This is an optimization exercise on Yosys and OpenROAD, whose aim is small area, a short achievable clock period and few clock cycles per item, not a production implementation. In this exercise RTL edits were held to simulation tests only and were not proved equivalent to the original.

Setup of run 1:
==> module signed_int32_divider, before the edit <==
module signed_int32_divider (
    input  logic        i_clk,
    input  logic        i_rst_n,
    input  logic        i_req_valid,
    output logic        o_req_ready,
    input  logic [31:0] i_req_numerator,
    input  logic [31:0] i_req_denominator,
    output logic        o_rsp_valid,
    input  logic        i_rsp_ready,
    output logic [31:0] o_rsp_quotient,
    output logic [1:0]  o_rsp_status
);
    localparam logic [1:0] ST_OK   = 2'd0;
    localparam logic [1:0] ST_OVF  = 2'd1;
    localparam logic [1:0] ST_DIV0 = 2'd2;
    logic        r_idle;    
    logic        r_setup;   
    logic        r_iter;    
    logic        r_done;    
    logic [31:0] r_rem;     
    logic [31:0] r_den;     
    logic        r_cin;     
    logic [31:0] r_quot;    
    logic        r_zero;    
    logic [4:0]  r_cnt;     
    logic        r_neg;     
    logic [1:0]  r_status;
    logic [4:0]  r_cn;      
    logic        r_pn;      
    logic [4:0]  r_cd;      
    function automatic logic [4:0] clz32(input logic [31:0] x);
        logic [15:0] z1;
        logic [15:0] c1;
        logic [7:0]  z2;
        logic [15:0] c2;
        logic [3:0]  z3;
        logic [11:0] c3;
        logic [1:0]  z4;
        logic [7:0]  c4;
        for (int i = 0; i < 16; i++) begin
            z1[i] = ~(x[2*i+1] | x[2*i]);
            c1[i] = ~x[2*i+1];
        end
        for (int i = 0; i < 8; i++) begin
            z2[i]        = z1[2*i+1] & z1[2*i];
            c2[2*i +: 2] = z1[2*i+1] ? {1'b1, c1[2*i]} : {1'b0, c1[2*i+1]};
        end
        for (int i = 0; i < 4; i++) begin
            z3[i]        = z2[2*i+1] & z2[2*i];
            c3[3*i +: 3] = z2[2*i+1] ? {1'b1, c2[4*i +: 2]} : {1'b0, c2[4*i+2 +: 2]};
        end
        for (int i = 0; i < 2; i++) begin
            z4[i]        = z3[2*i+1] & z3[2*i];
            c4[4*i +: 4] = z3[2*i+1] ? {1'b1, c3[6*i +: 3]} : {1'b0, c3[6*i+3 +: 3]};
        end
        if (z4[1]) clz32 = z4[0] ? 5'd0 : {1'b1, c4[3:0]};
        else       clz32 = {1'b0, c4[7:4]};
    endfunction
    function automatic logic negpow2(input logic [31:0] x);
        negpow2 = x[31] & ~|(~x[31:1] & x[30:0]);
    endfunction
    logic        take;
    logic        nneg;
    logic        dneg;
    logic [31:0] n_abs;
    logic [31:0] d_sub;     
    logic        s_div0;
    logic        s_ovf;
    assign take   = r_idle & i_req_valid;
    assign nneg   = i_req_numerator[31];
    assign dneg   = i_req_denominator[31];
    assign n_abs  = nneg ? (~i_req_numerator + 32'd1) : i_req_numerator;
    assign d_sub  = i_req_denominator ^ {32{~dneg}};
    assign s_div0 = (i_req_denominator == 32'd0);
    assign s_ovf  = (i_req_numerator == 32'h8000_0000) & (i_req_denominator == 32'hFFFF_FFFF);
    logic [4:0]  k;
    logic [31:0] d_al;
    logic [32:0] sum;
    logic        ge;
    logic        last;
    assign k = r_cd - r_cn + {4'd0, r_pn};
    always_comb begin
        d_al = r_den;
        for (int s = 0; s < 5; s++) begin
            if (k[s]) d_al = (d_al << (1 << s)) | ({32{r_cin}} >> (32 - (1 << s)));
        end
    end
    logic [33:0] sum_x;
    assign sum_x = {1'b0, r_rem, 1'b1} + {1'b0, r_den, r_cin};
    assign sum   = sum_x[33:1];
    assign ge    = sum[32];
    assign last = (r_cnt == 5'd0);
    always_ff @(posedge i_clk) begin
        if (!i_rst_n) begin
            r_idle  <= 1'b1;
            r_setup <= 1'b0;
            r_iter  <= 1'b0;
            r_done  <= 1'b0;
        end else begin
            if (take) begin
                r_idle <= 1'b0;
                if (s_div0 | s_ovf) r_done  <= 1'b1;
                else                r_setup <= 1'b1;
            end
            if (r_setup) begin
                r_setup <= 1'b0;
                if (ge) r_iter <= 1'b1;
                else    r_done <= 1'b1;
            end
            if (r_iter & last) begin
                r_iter <= 1'b0;
                r_done <= 1'b1;
            end
            if (r_done & i_rsp_ready) begin
                r_done <= 1'b0;
                r_idle <= 1'b1;
            end
        end
    end
    always_ff @(posedge i_clk) begin
        if (r_idle) begin
            r_cin    <= ~dneg;
            r_neg    <= nneg ^ dneg;
            r_status <= s_div0 ? ST_DIV0 : (s_ovf ? ST_OVF : ST_OK);
        end
    end
    always_ff @(posedge i_clk) begin
        if (r_idle) begin
            r_rem <= n_abs;
        end else if ((r_iter | (r_setup & r_neg)) & ge) begin
            r_rem <= sum[31:0];
        end
    end
    always_ff @(posedge i_clk) begin
        if (r_idle) begin
            r_quot <= {nneg ^ dneg, {31{(nneg ^ dneg) | s_ovf}}};
        end else if (r_iter) begin
            r_quot <= {r_quot[30:0], ge ^ r_neg};
        end
    end
    always_ff @(posedge i_clk) begin
        if (r_idle)       r_zero <= s_div0;
        else if (r_setup) r_zero <= ~ge;
    end
    always_ff @(posedge i_clk) begin
        if (r_idle)       r_den <= d_sub;
        else if (r_setup) r_den <= d_al;
        else              r_den <= {1'b1, r_den[31:1]};
        if (r_setup) r_cnt <= k;
        else         r_cnt <= r_cnt - 5'd1;
        r_cn <= clz32(i_req_numerator ^ {32{nneg}});
        r_pn <= negpow2(i_req_numerator);
        r_cd <= clz32(~d_sub);
    end
    assign o_req_ready    = r_idle;
    assign o_rsp_valid    = r_done;
    assign o_rsp_quotient = r_quot & {32{~r_zero}};
    assign o_rsp_status   = r_status;
endmodule
clock: 4.4 ns
lec_check: 0
cap_margin: 20
core_margin: 2
core_utilization: 40
slew_margin: 20
run.sh (not shown) runs the stock make flow with config.mk's settings and CLKGATE_MAP_FILE= SYNTH_SCRIPT=/design/flow/synth_recipe.tcl, a recipe that flattens the netlist after the stock synthesis.
Testbench counts of run 1, summed over its fixed seeds: cycles 20,933, items 2,400.
#### Input delta (run 2 over run 1)
diff --git a/flow/design.v b/flow/design.v
--- a/flow/design.v
+++ b/flow/design.v
@@ -25,10 +25,8 @@
     logic [4:0]  r_cnt;     
     logic        r_neg;     
     logic [1:0]  r_status;
-    logic [4:0]  r_cn;      
     logic        r_pn;      
-    logic [4:0]  r_cd;      
-    function automatic logic [4:0] clz32(input logic [31:0] x);
+    function automatic logic [5:0] clz32(input logic [31:0] x);
         logic [15:0] z1;
         logic [15:0] c1;
         logic [7:0]  z2;
@@ -53,8 +51,8 @@
             z4[i]        = z3[2*i+1] & z3[2*i];
             c4[4*i +: 4] = z3[2*i+1] ? {1'b1, c3[6*i +: 3]} : {1'b0, c3[6*i+3 +: 3]};
         end
-        if (z4[1]) clz32 = z4[0] ? 5'd0 : {1'b1, c4[3:0]};
-        else       clz32 = {1'b0, c4[7:4]};
+        if (z4[1]) clz32 = z4[0] ? 6'd32 : {2'b01, c4[3:0]};
+        else       clz32 = {2'b00, c4[7:4]};
     endfunction
     function automatic logic negpow2(input logic [31:0] x);
         negpow2 = x[31] & ~|(~x[31:1] & x[30:0]);
@@ -66,6 +64,8 @@
     logic [31:0] d_sub;     
     logic        s_div0;
     logic        s_ovf;
+    logic [6:0]  kk;
+    logic        k_neg;
     assign take   = r_idle & i_req_valid;
     assign nneg   = i_req_numerator[31];
     assign dneg   = i_req_denominator[31];
@@ -73,12 +73,14 @@
     assign d_sub  = i_req_denominator ^ {32{~dneg}};
     assign s_div0 = (i_req_denominator == 32'd0);
     assign s_ovf  = (i_req_numerator == 32'h8000_0000) & (i_req_denominator == 32'hFFFF_FFFF);
+    assign kk    = {1'b0, clz32(~d_sub)} - {1'b0, clz32(i_req_numerator ^ {32{nneg}})};
+    assign k_neg = kk[6] & ~negpow2(i_req_numerator);
     logic [4:0]  k;
     logic [31:0] d_al;
     logic [32:0] sum;
     logic        ge;
     logic        last;
-    assign k = r_cd - r_cn + {4'd0, r_pn};
+    assign k = r_cnt + {4'd0, r_pn};
     always_comb begin
         d_al = r_den;
         for (int s = 0; s < 5; s++) begin
@@ -89,7 +91,7 @@
     assign sum_x = {1'b0, r_rem, 1'b1} + {1'b0, r_den, r_cin};
     assign sum   = sum_x[33:1];
     assign ge    = sum[32];
-    assign last = (r_cnt == 5'd0);
+    assign last  = (r_cnt == 5'd0);
     always_ff @(posedge i_clk) begin
         if (!i_rst_n) begin
             r_idle  <= 1'b1;
@@ -99,8 +101,8 @@
         end else begin
             if (take) begin
                 r_idle <= 1'b0;
-                if (s_div0 | s_ovf) r_done  <= 1'b1;
-                else                r_setup <= 1'b1;
+                if (s_div0 | s_ovf | k_neg) r_done  <= 1'b1;
+                else                        r_setup <= 1'b1;
             end
             if (r_setup) begin
                 r_setup <= 1'b0;
@@ -121,6 +123,7 @@
         if (r_idle) begin
             r_cin    <= ~dneg;
             r_neg    <= nneg ^ dneg;
+            r_pn     <= negpow2(i_req_numerator);
             r_status <= s_div0 ? ST_DIV0 : (s_ovf ? ST_OVF : ST_OK);
         end
     end
@@ -139,18 +142,16 @@
         end
     end
     always_ff @(posedge i_clk) begin
-        if (r_idle)       r_zero <= s_div0;
+        if (r_idle)       r_zero <= s_div0 | k_neg;
         else if (r_setup) r_zero <= ~ge;
     end
     always_ff @(posedge i_clk) begin
         if (r_idle)       r_den <= d_sub;
         else if (r_setup) r_den <= d_al;
         else              r_den <= {1'b1, r_den[31:1]};
-        if (r_setup) r_cnt <= k;
-        else         r_cnt <= r_cnt - 5'd1;
-        r_cn <= clz32(i_req_numerator ^ {32{nneg}});
-        r_pn <= negpow2(i_req_numerator);
-        r_cd <= clz32(~d_sub);
+        if (r_idle)       r_cnt <= kk[4:0];
+        else if (r_setup) r_cnt <= k;
+        else              r_cnt <= r_cnt - 5'd1;
     end
     assign o_req_ready    = r_idle;
     assign o_rsp_valid    = r_done;
--- outcome ---
- From run 1 to run 2 the numbers moved as follows: multi-input gate count fell by about 1.1%, fraction of area in registers went down by 1.6 points.
- Summary — core utilization, run 2 relative to run 1: higher, by 1.8 points.
- Relative to run 1, the pin count of the biggest net entering global routing measured on run 2 has decreased by more than a quarter.
- Worst setup path endpoint = r_den[30]: run 1; worst setup path endpoint = r_done: run 2
- Against run 1, die span in y in run 2 fell slightly.
- [run 2] critical path depth rose 4 relative to run 1
- Going from run 1 to run 2, the final-layout clock buffer total was found to have gone down by 8.
- On run 2: final critical delay including setup and external delays is 480 ps higher than what run 1 gave.
- Run 1 → run 2: number of buffers created by CTS fell by 8, die area fell 760 um2.
- Run 2 finished every step from synthesis to the final layout, and the layout passed the timing, DRC and antenna checks.
Testbench counts of run 2, summed over its fixed seeds: cycles 19,964, items 2,400.

-- re-timing with driven ports --
In the flow no input, the clock included, has a driving cell. The finished layouts below were timed again as built, in two steps.
Step 1 assumes that a clkbuf_16 drives the clock port and a buf_2 every other input.
Step 2 also shifts input and output timing later by t, the mid clock arrival at the registers, as if the neighbouring blocks saw the same clock.
Three values: ideal ports, drivers, drivers and shift; two values: the first two.
run | shift t [ns] | setup WS [ns] | worst hold slack (ns)
run 1 | 0.481 | 0.761 / 0.761 / 0.563 | 0.539 / 0.539 / 0.539
run 2 | 0.415 | 0.283 / 0.307 / -0.108 | 0.579 / 0.579 / 0.579
With both steps, setup timing fails in run 2, where it was met with ideal ports. The setup slack of run 2, which loses most, moves by +0.024 ns with the drivers and by -0.391 ns with both steps.
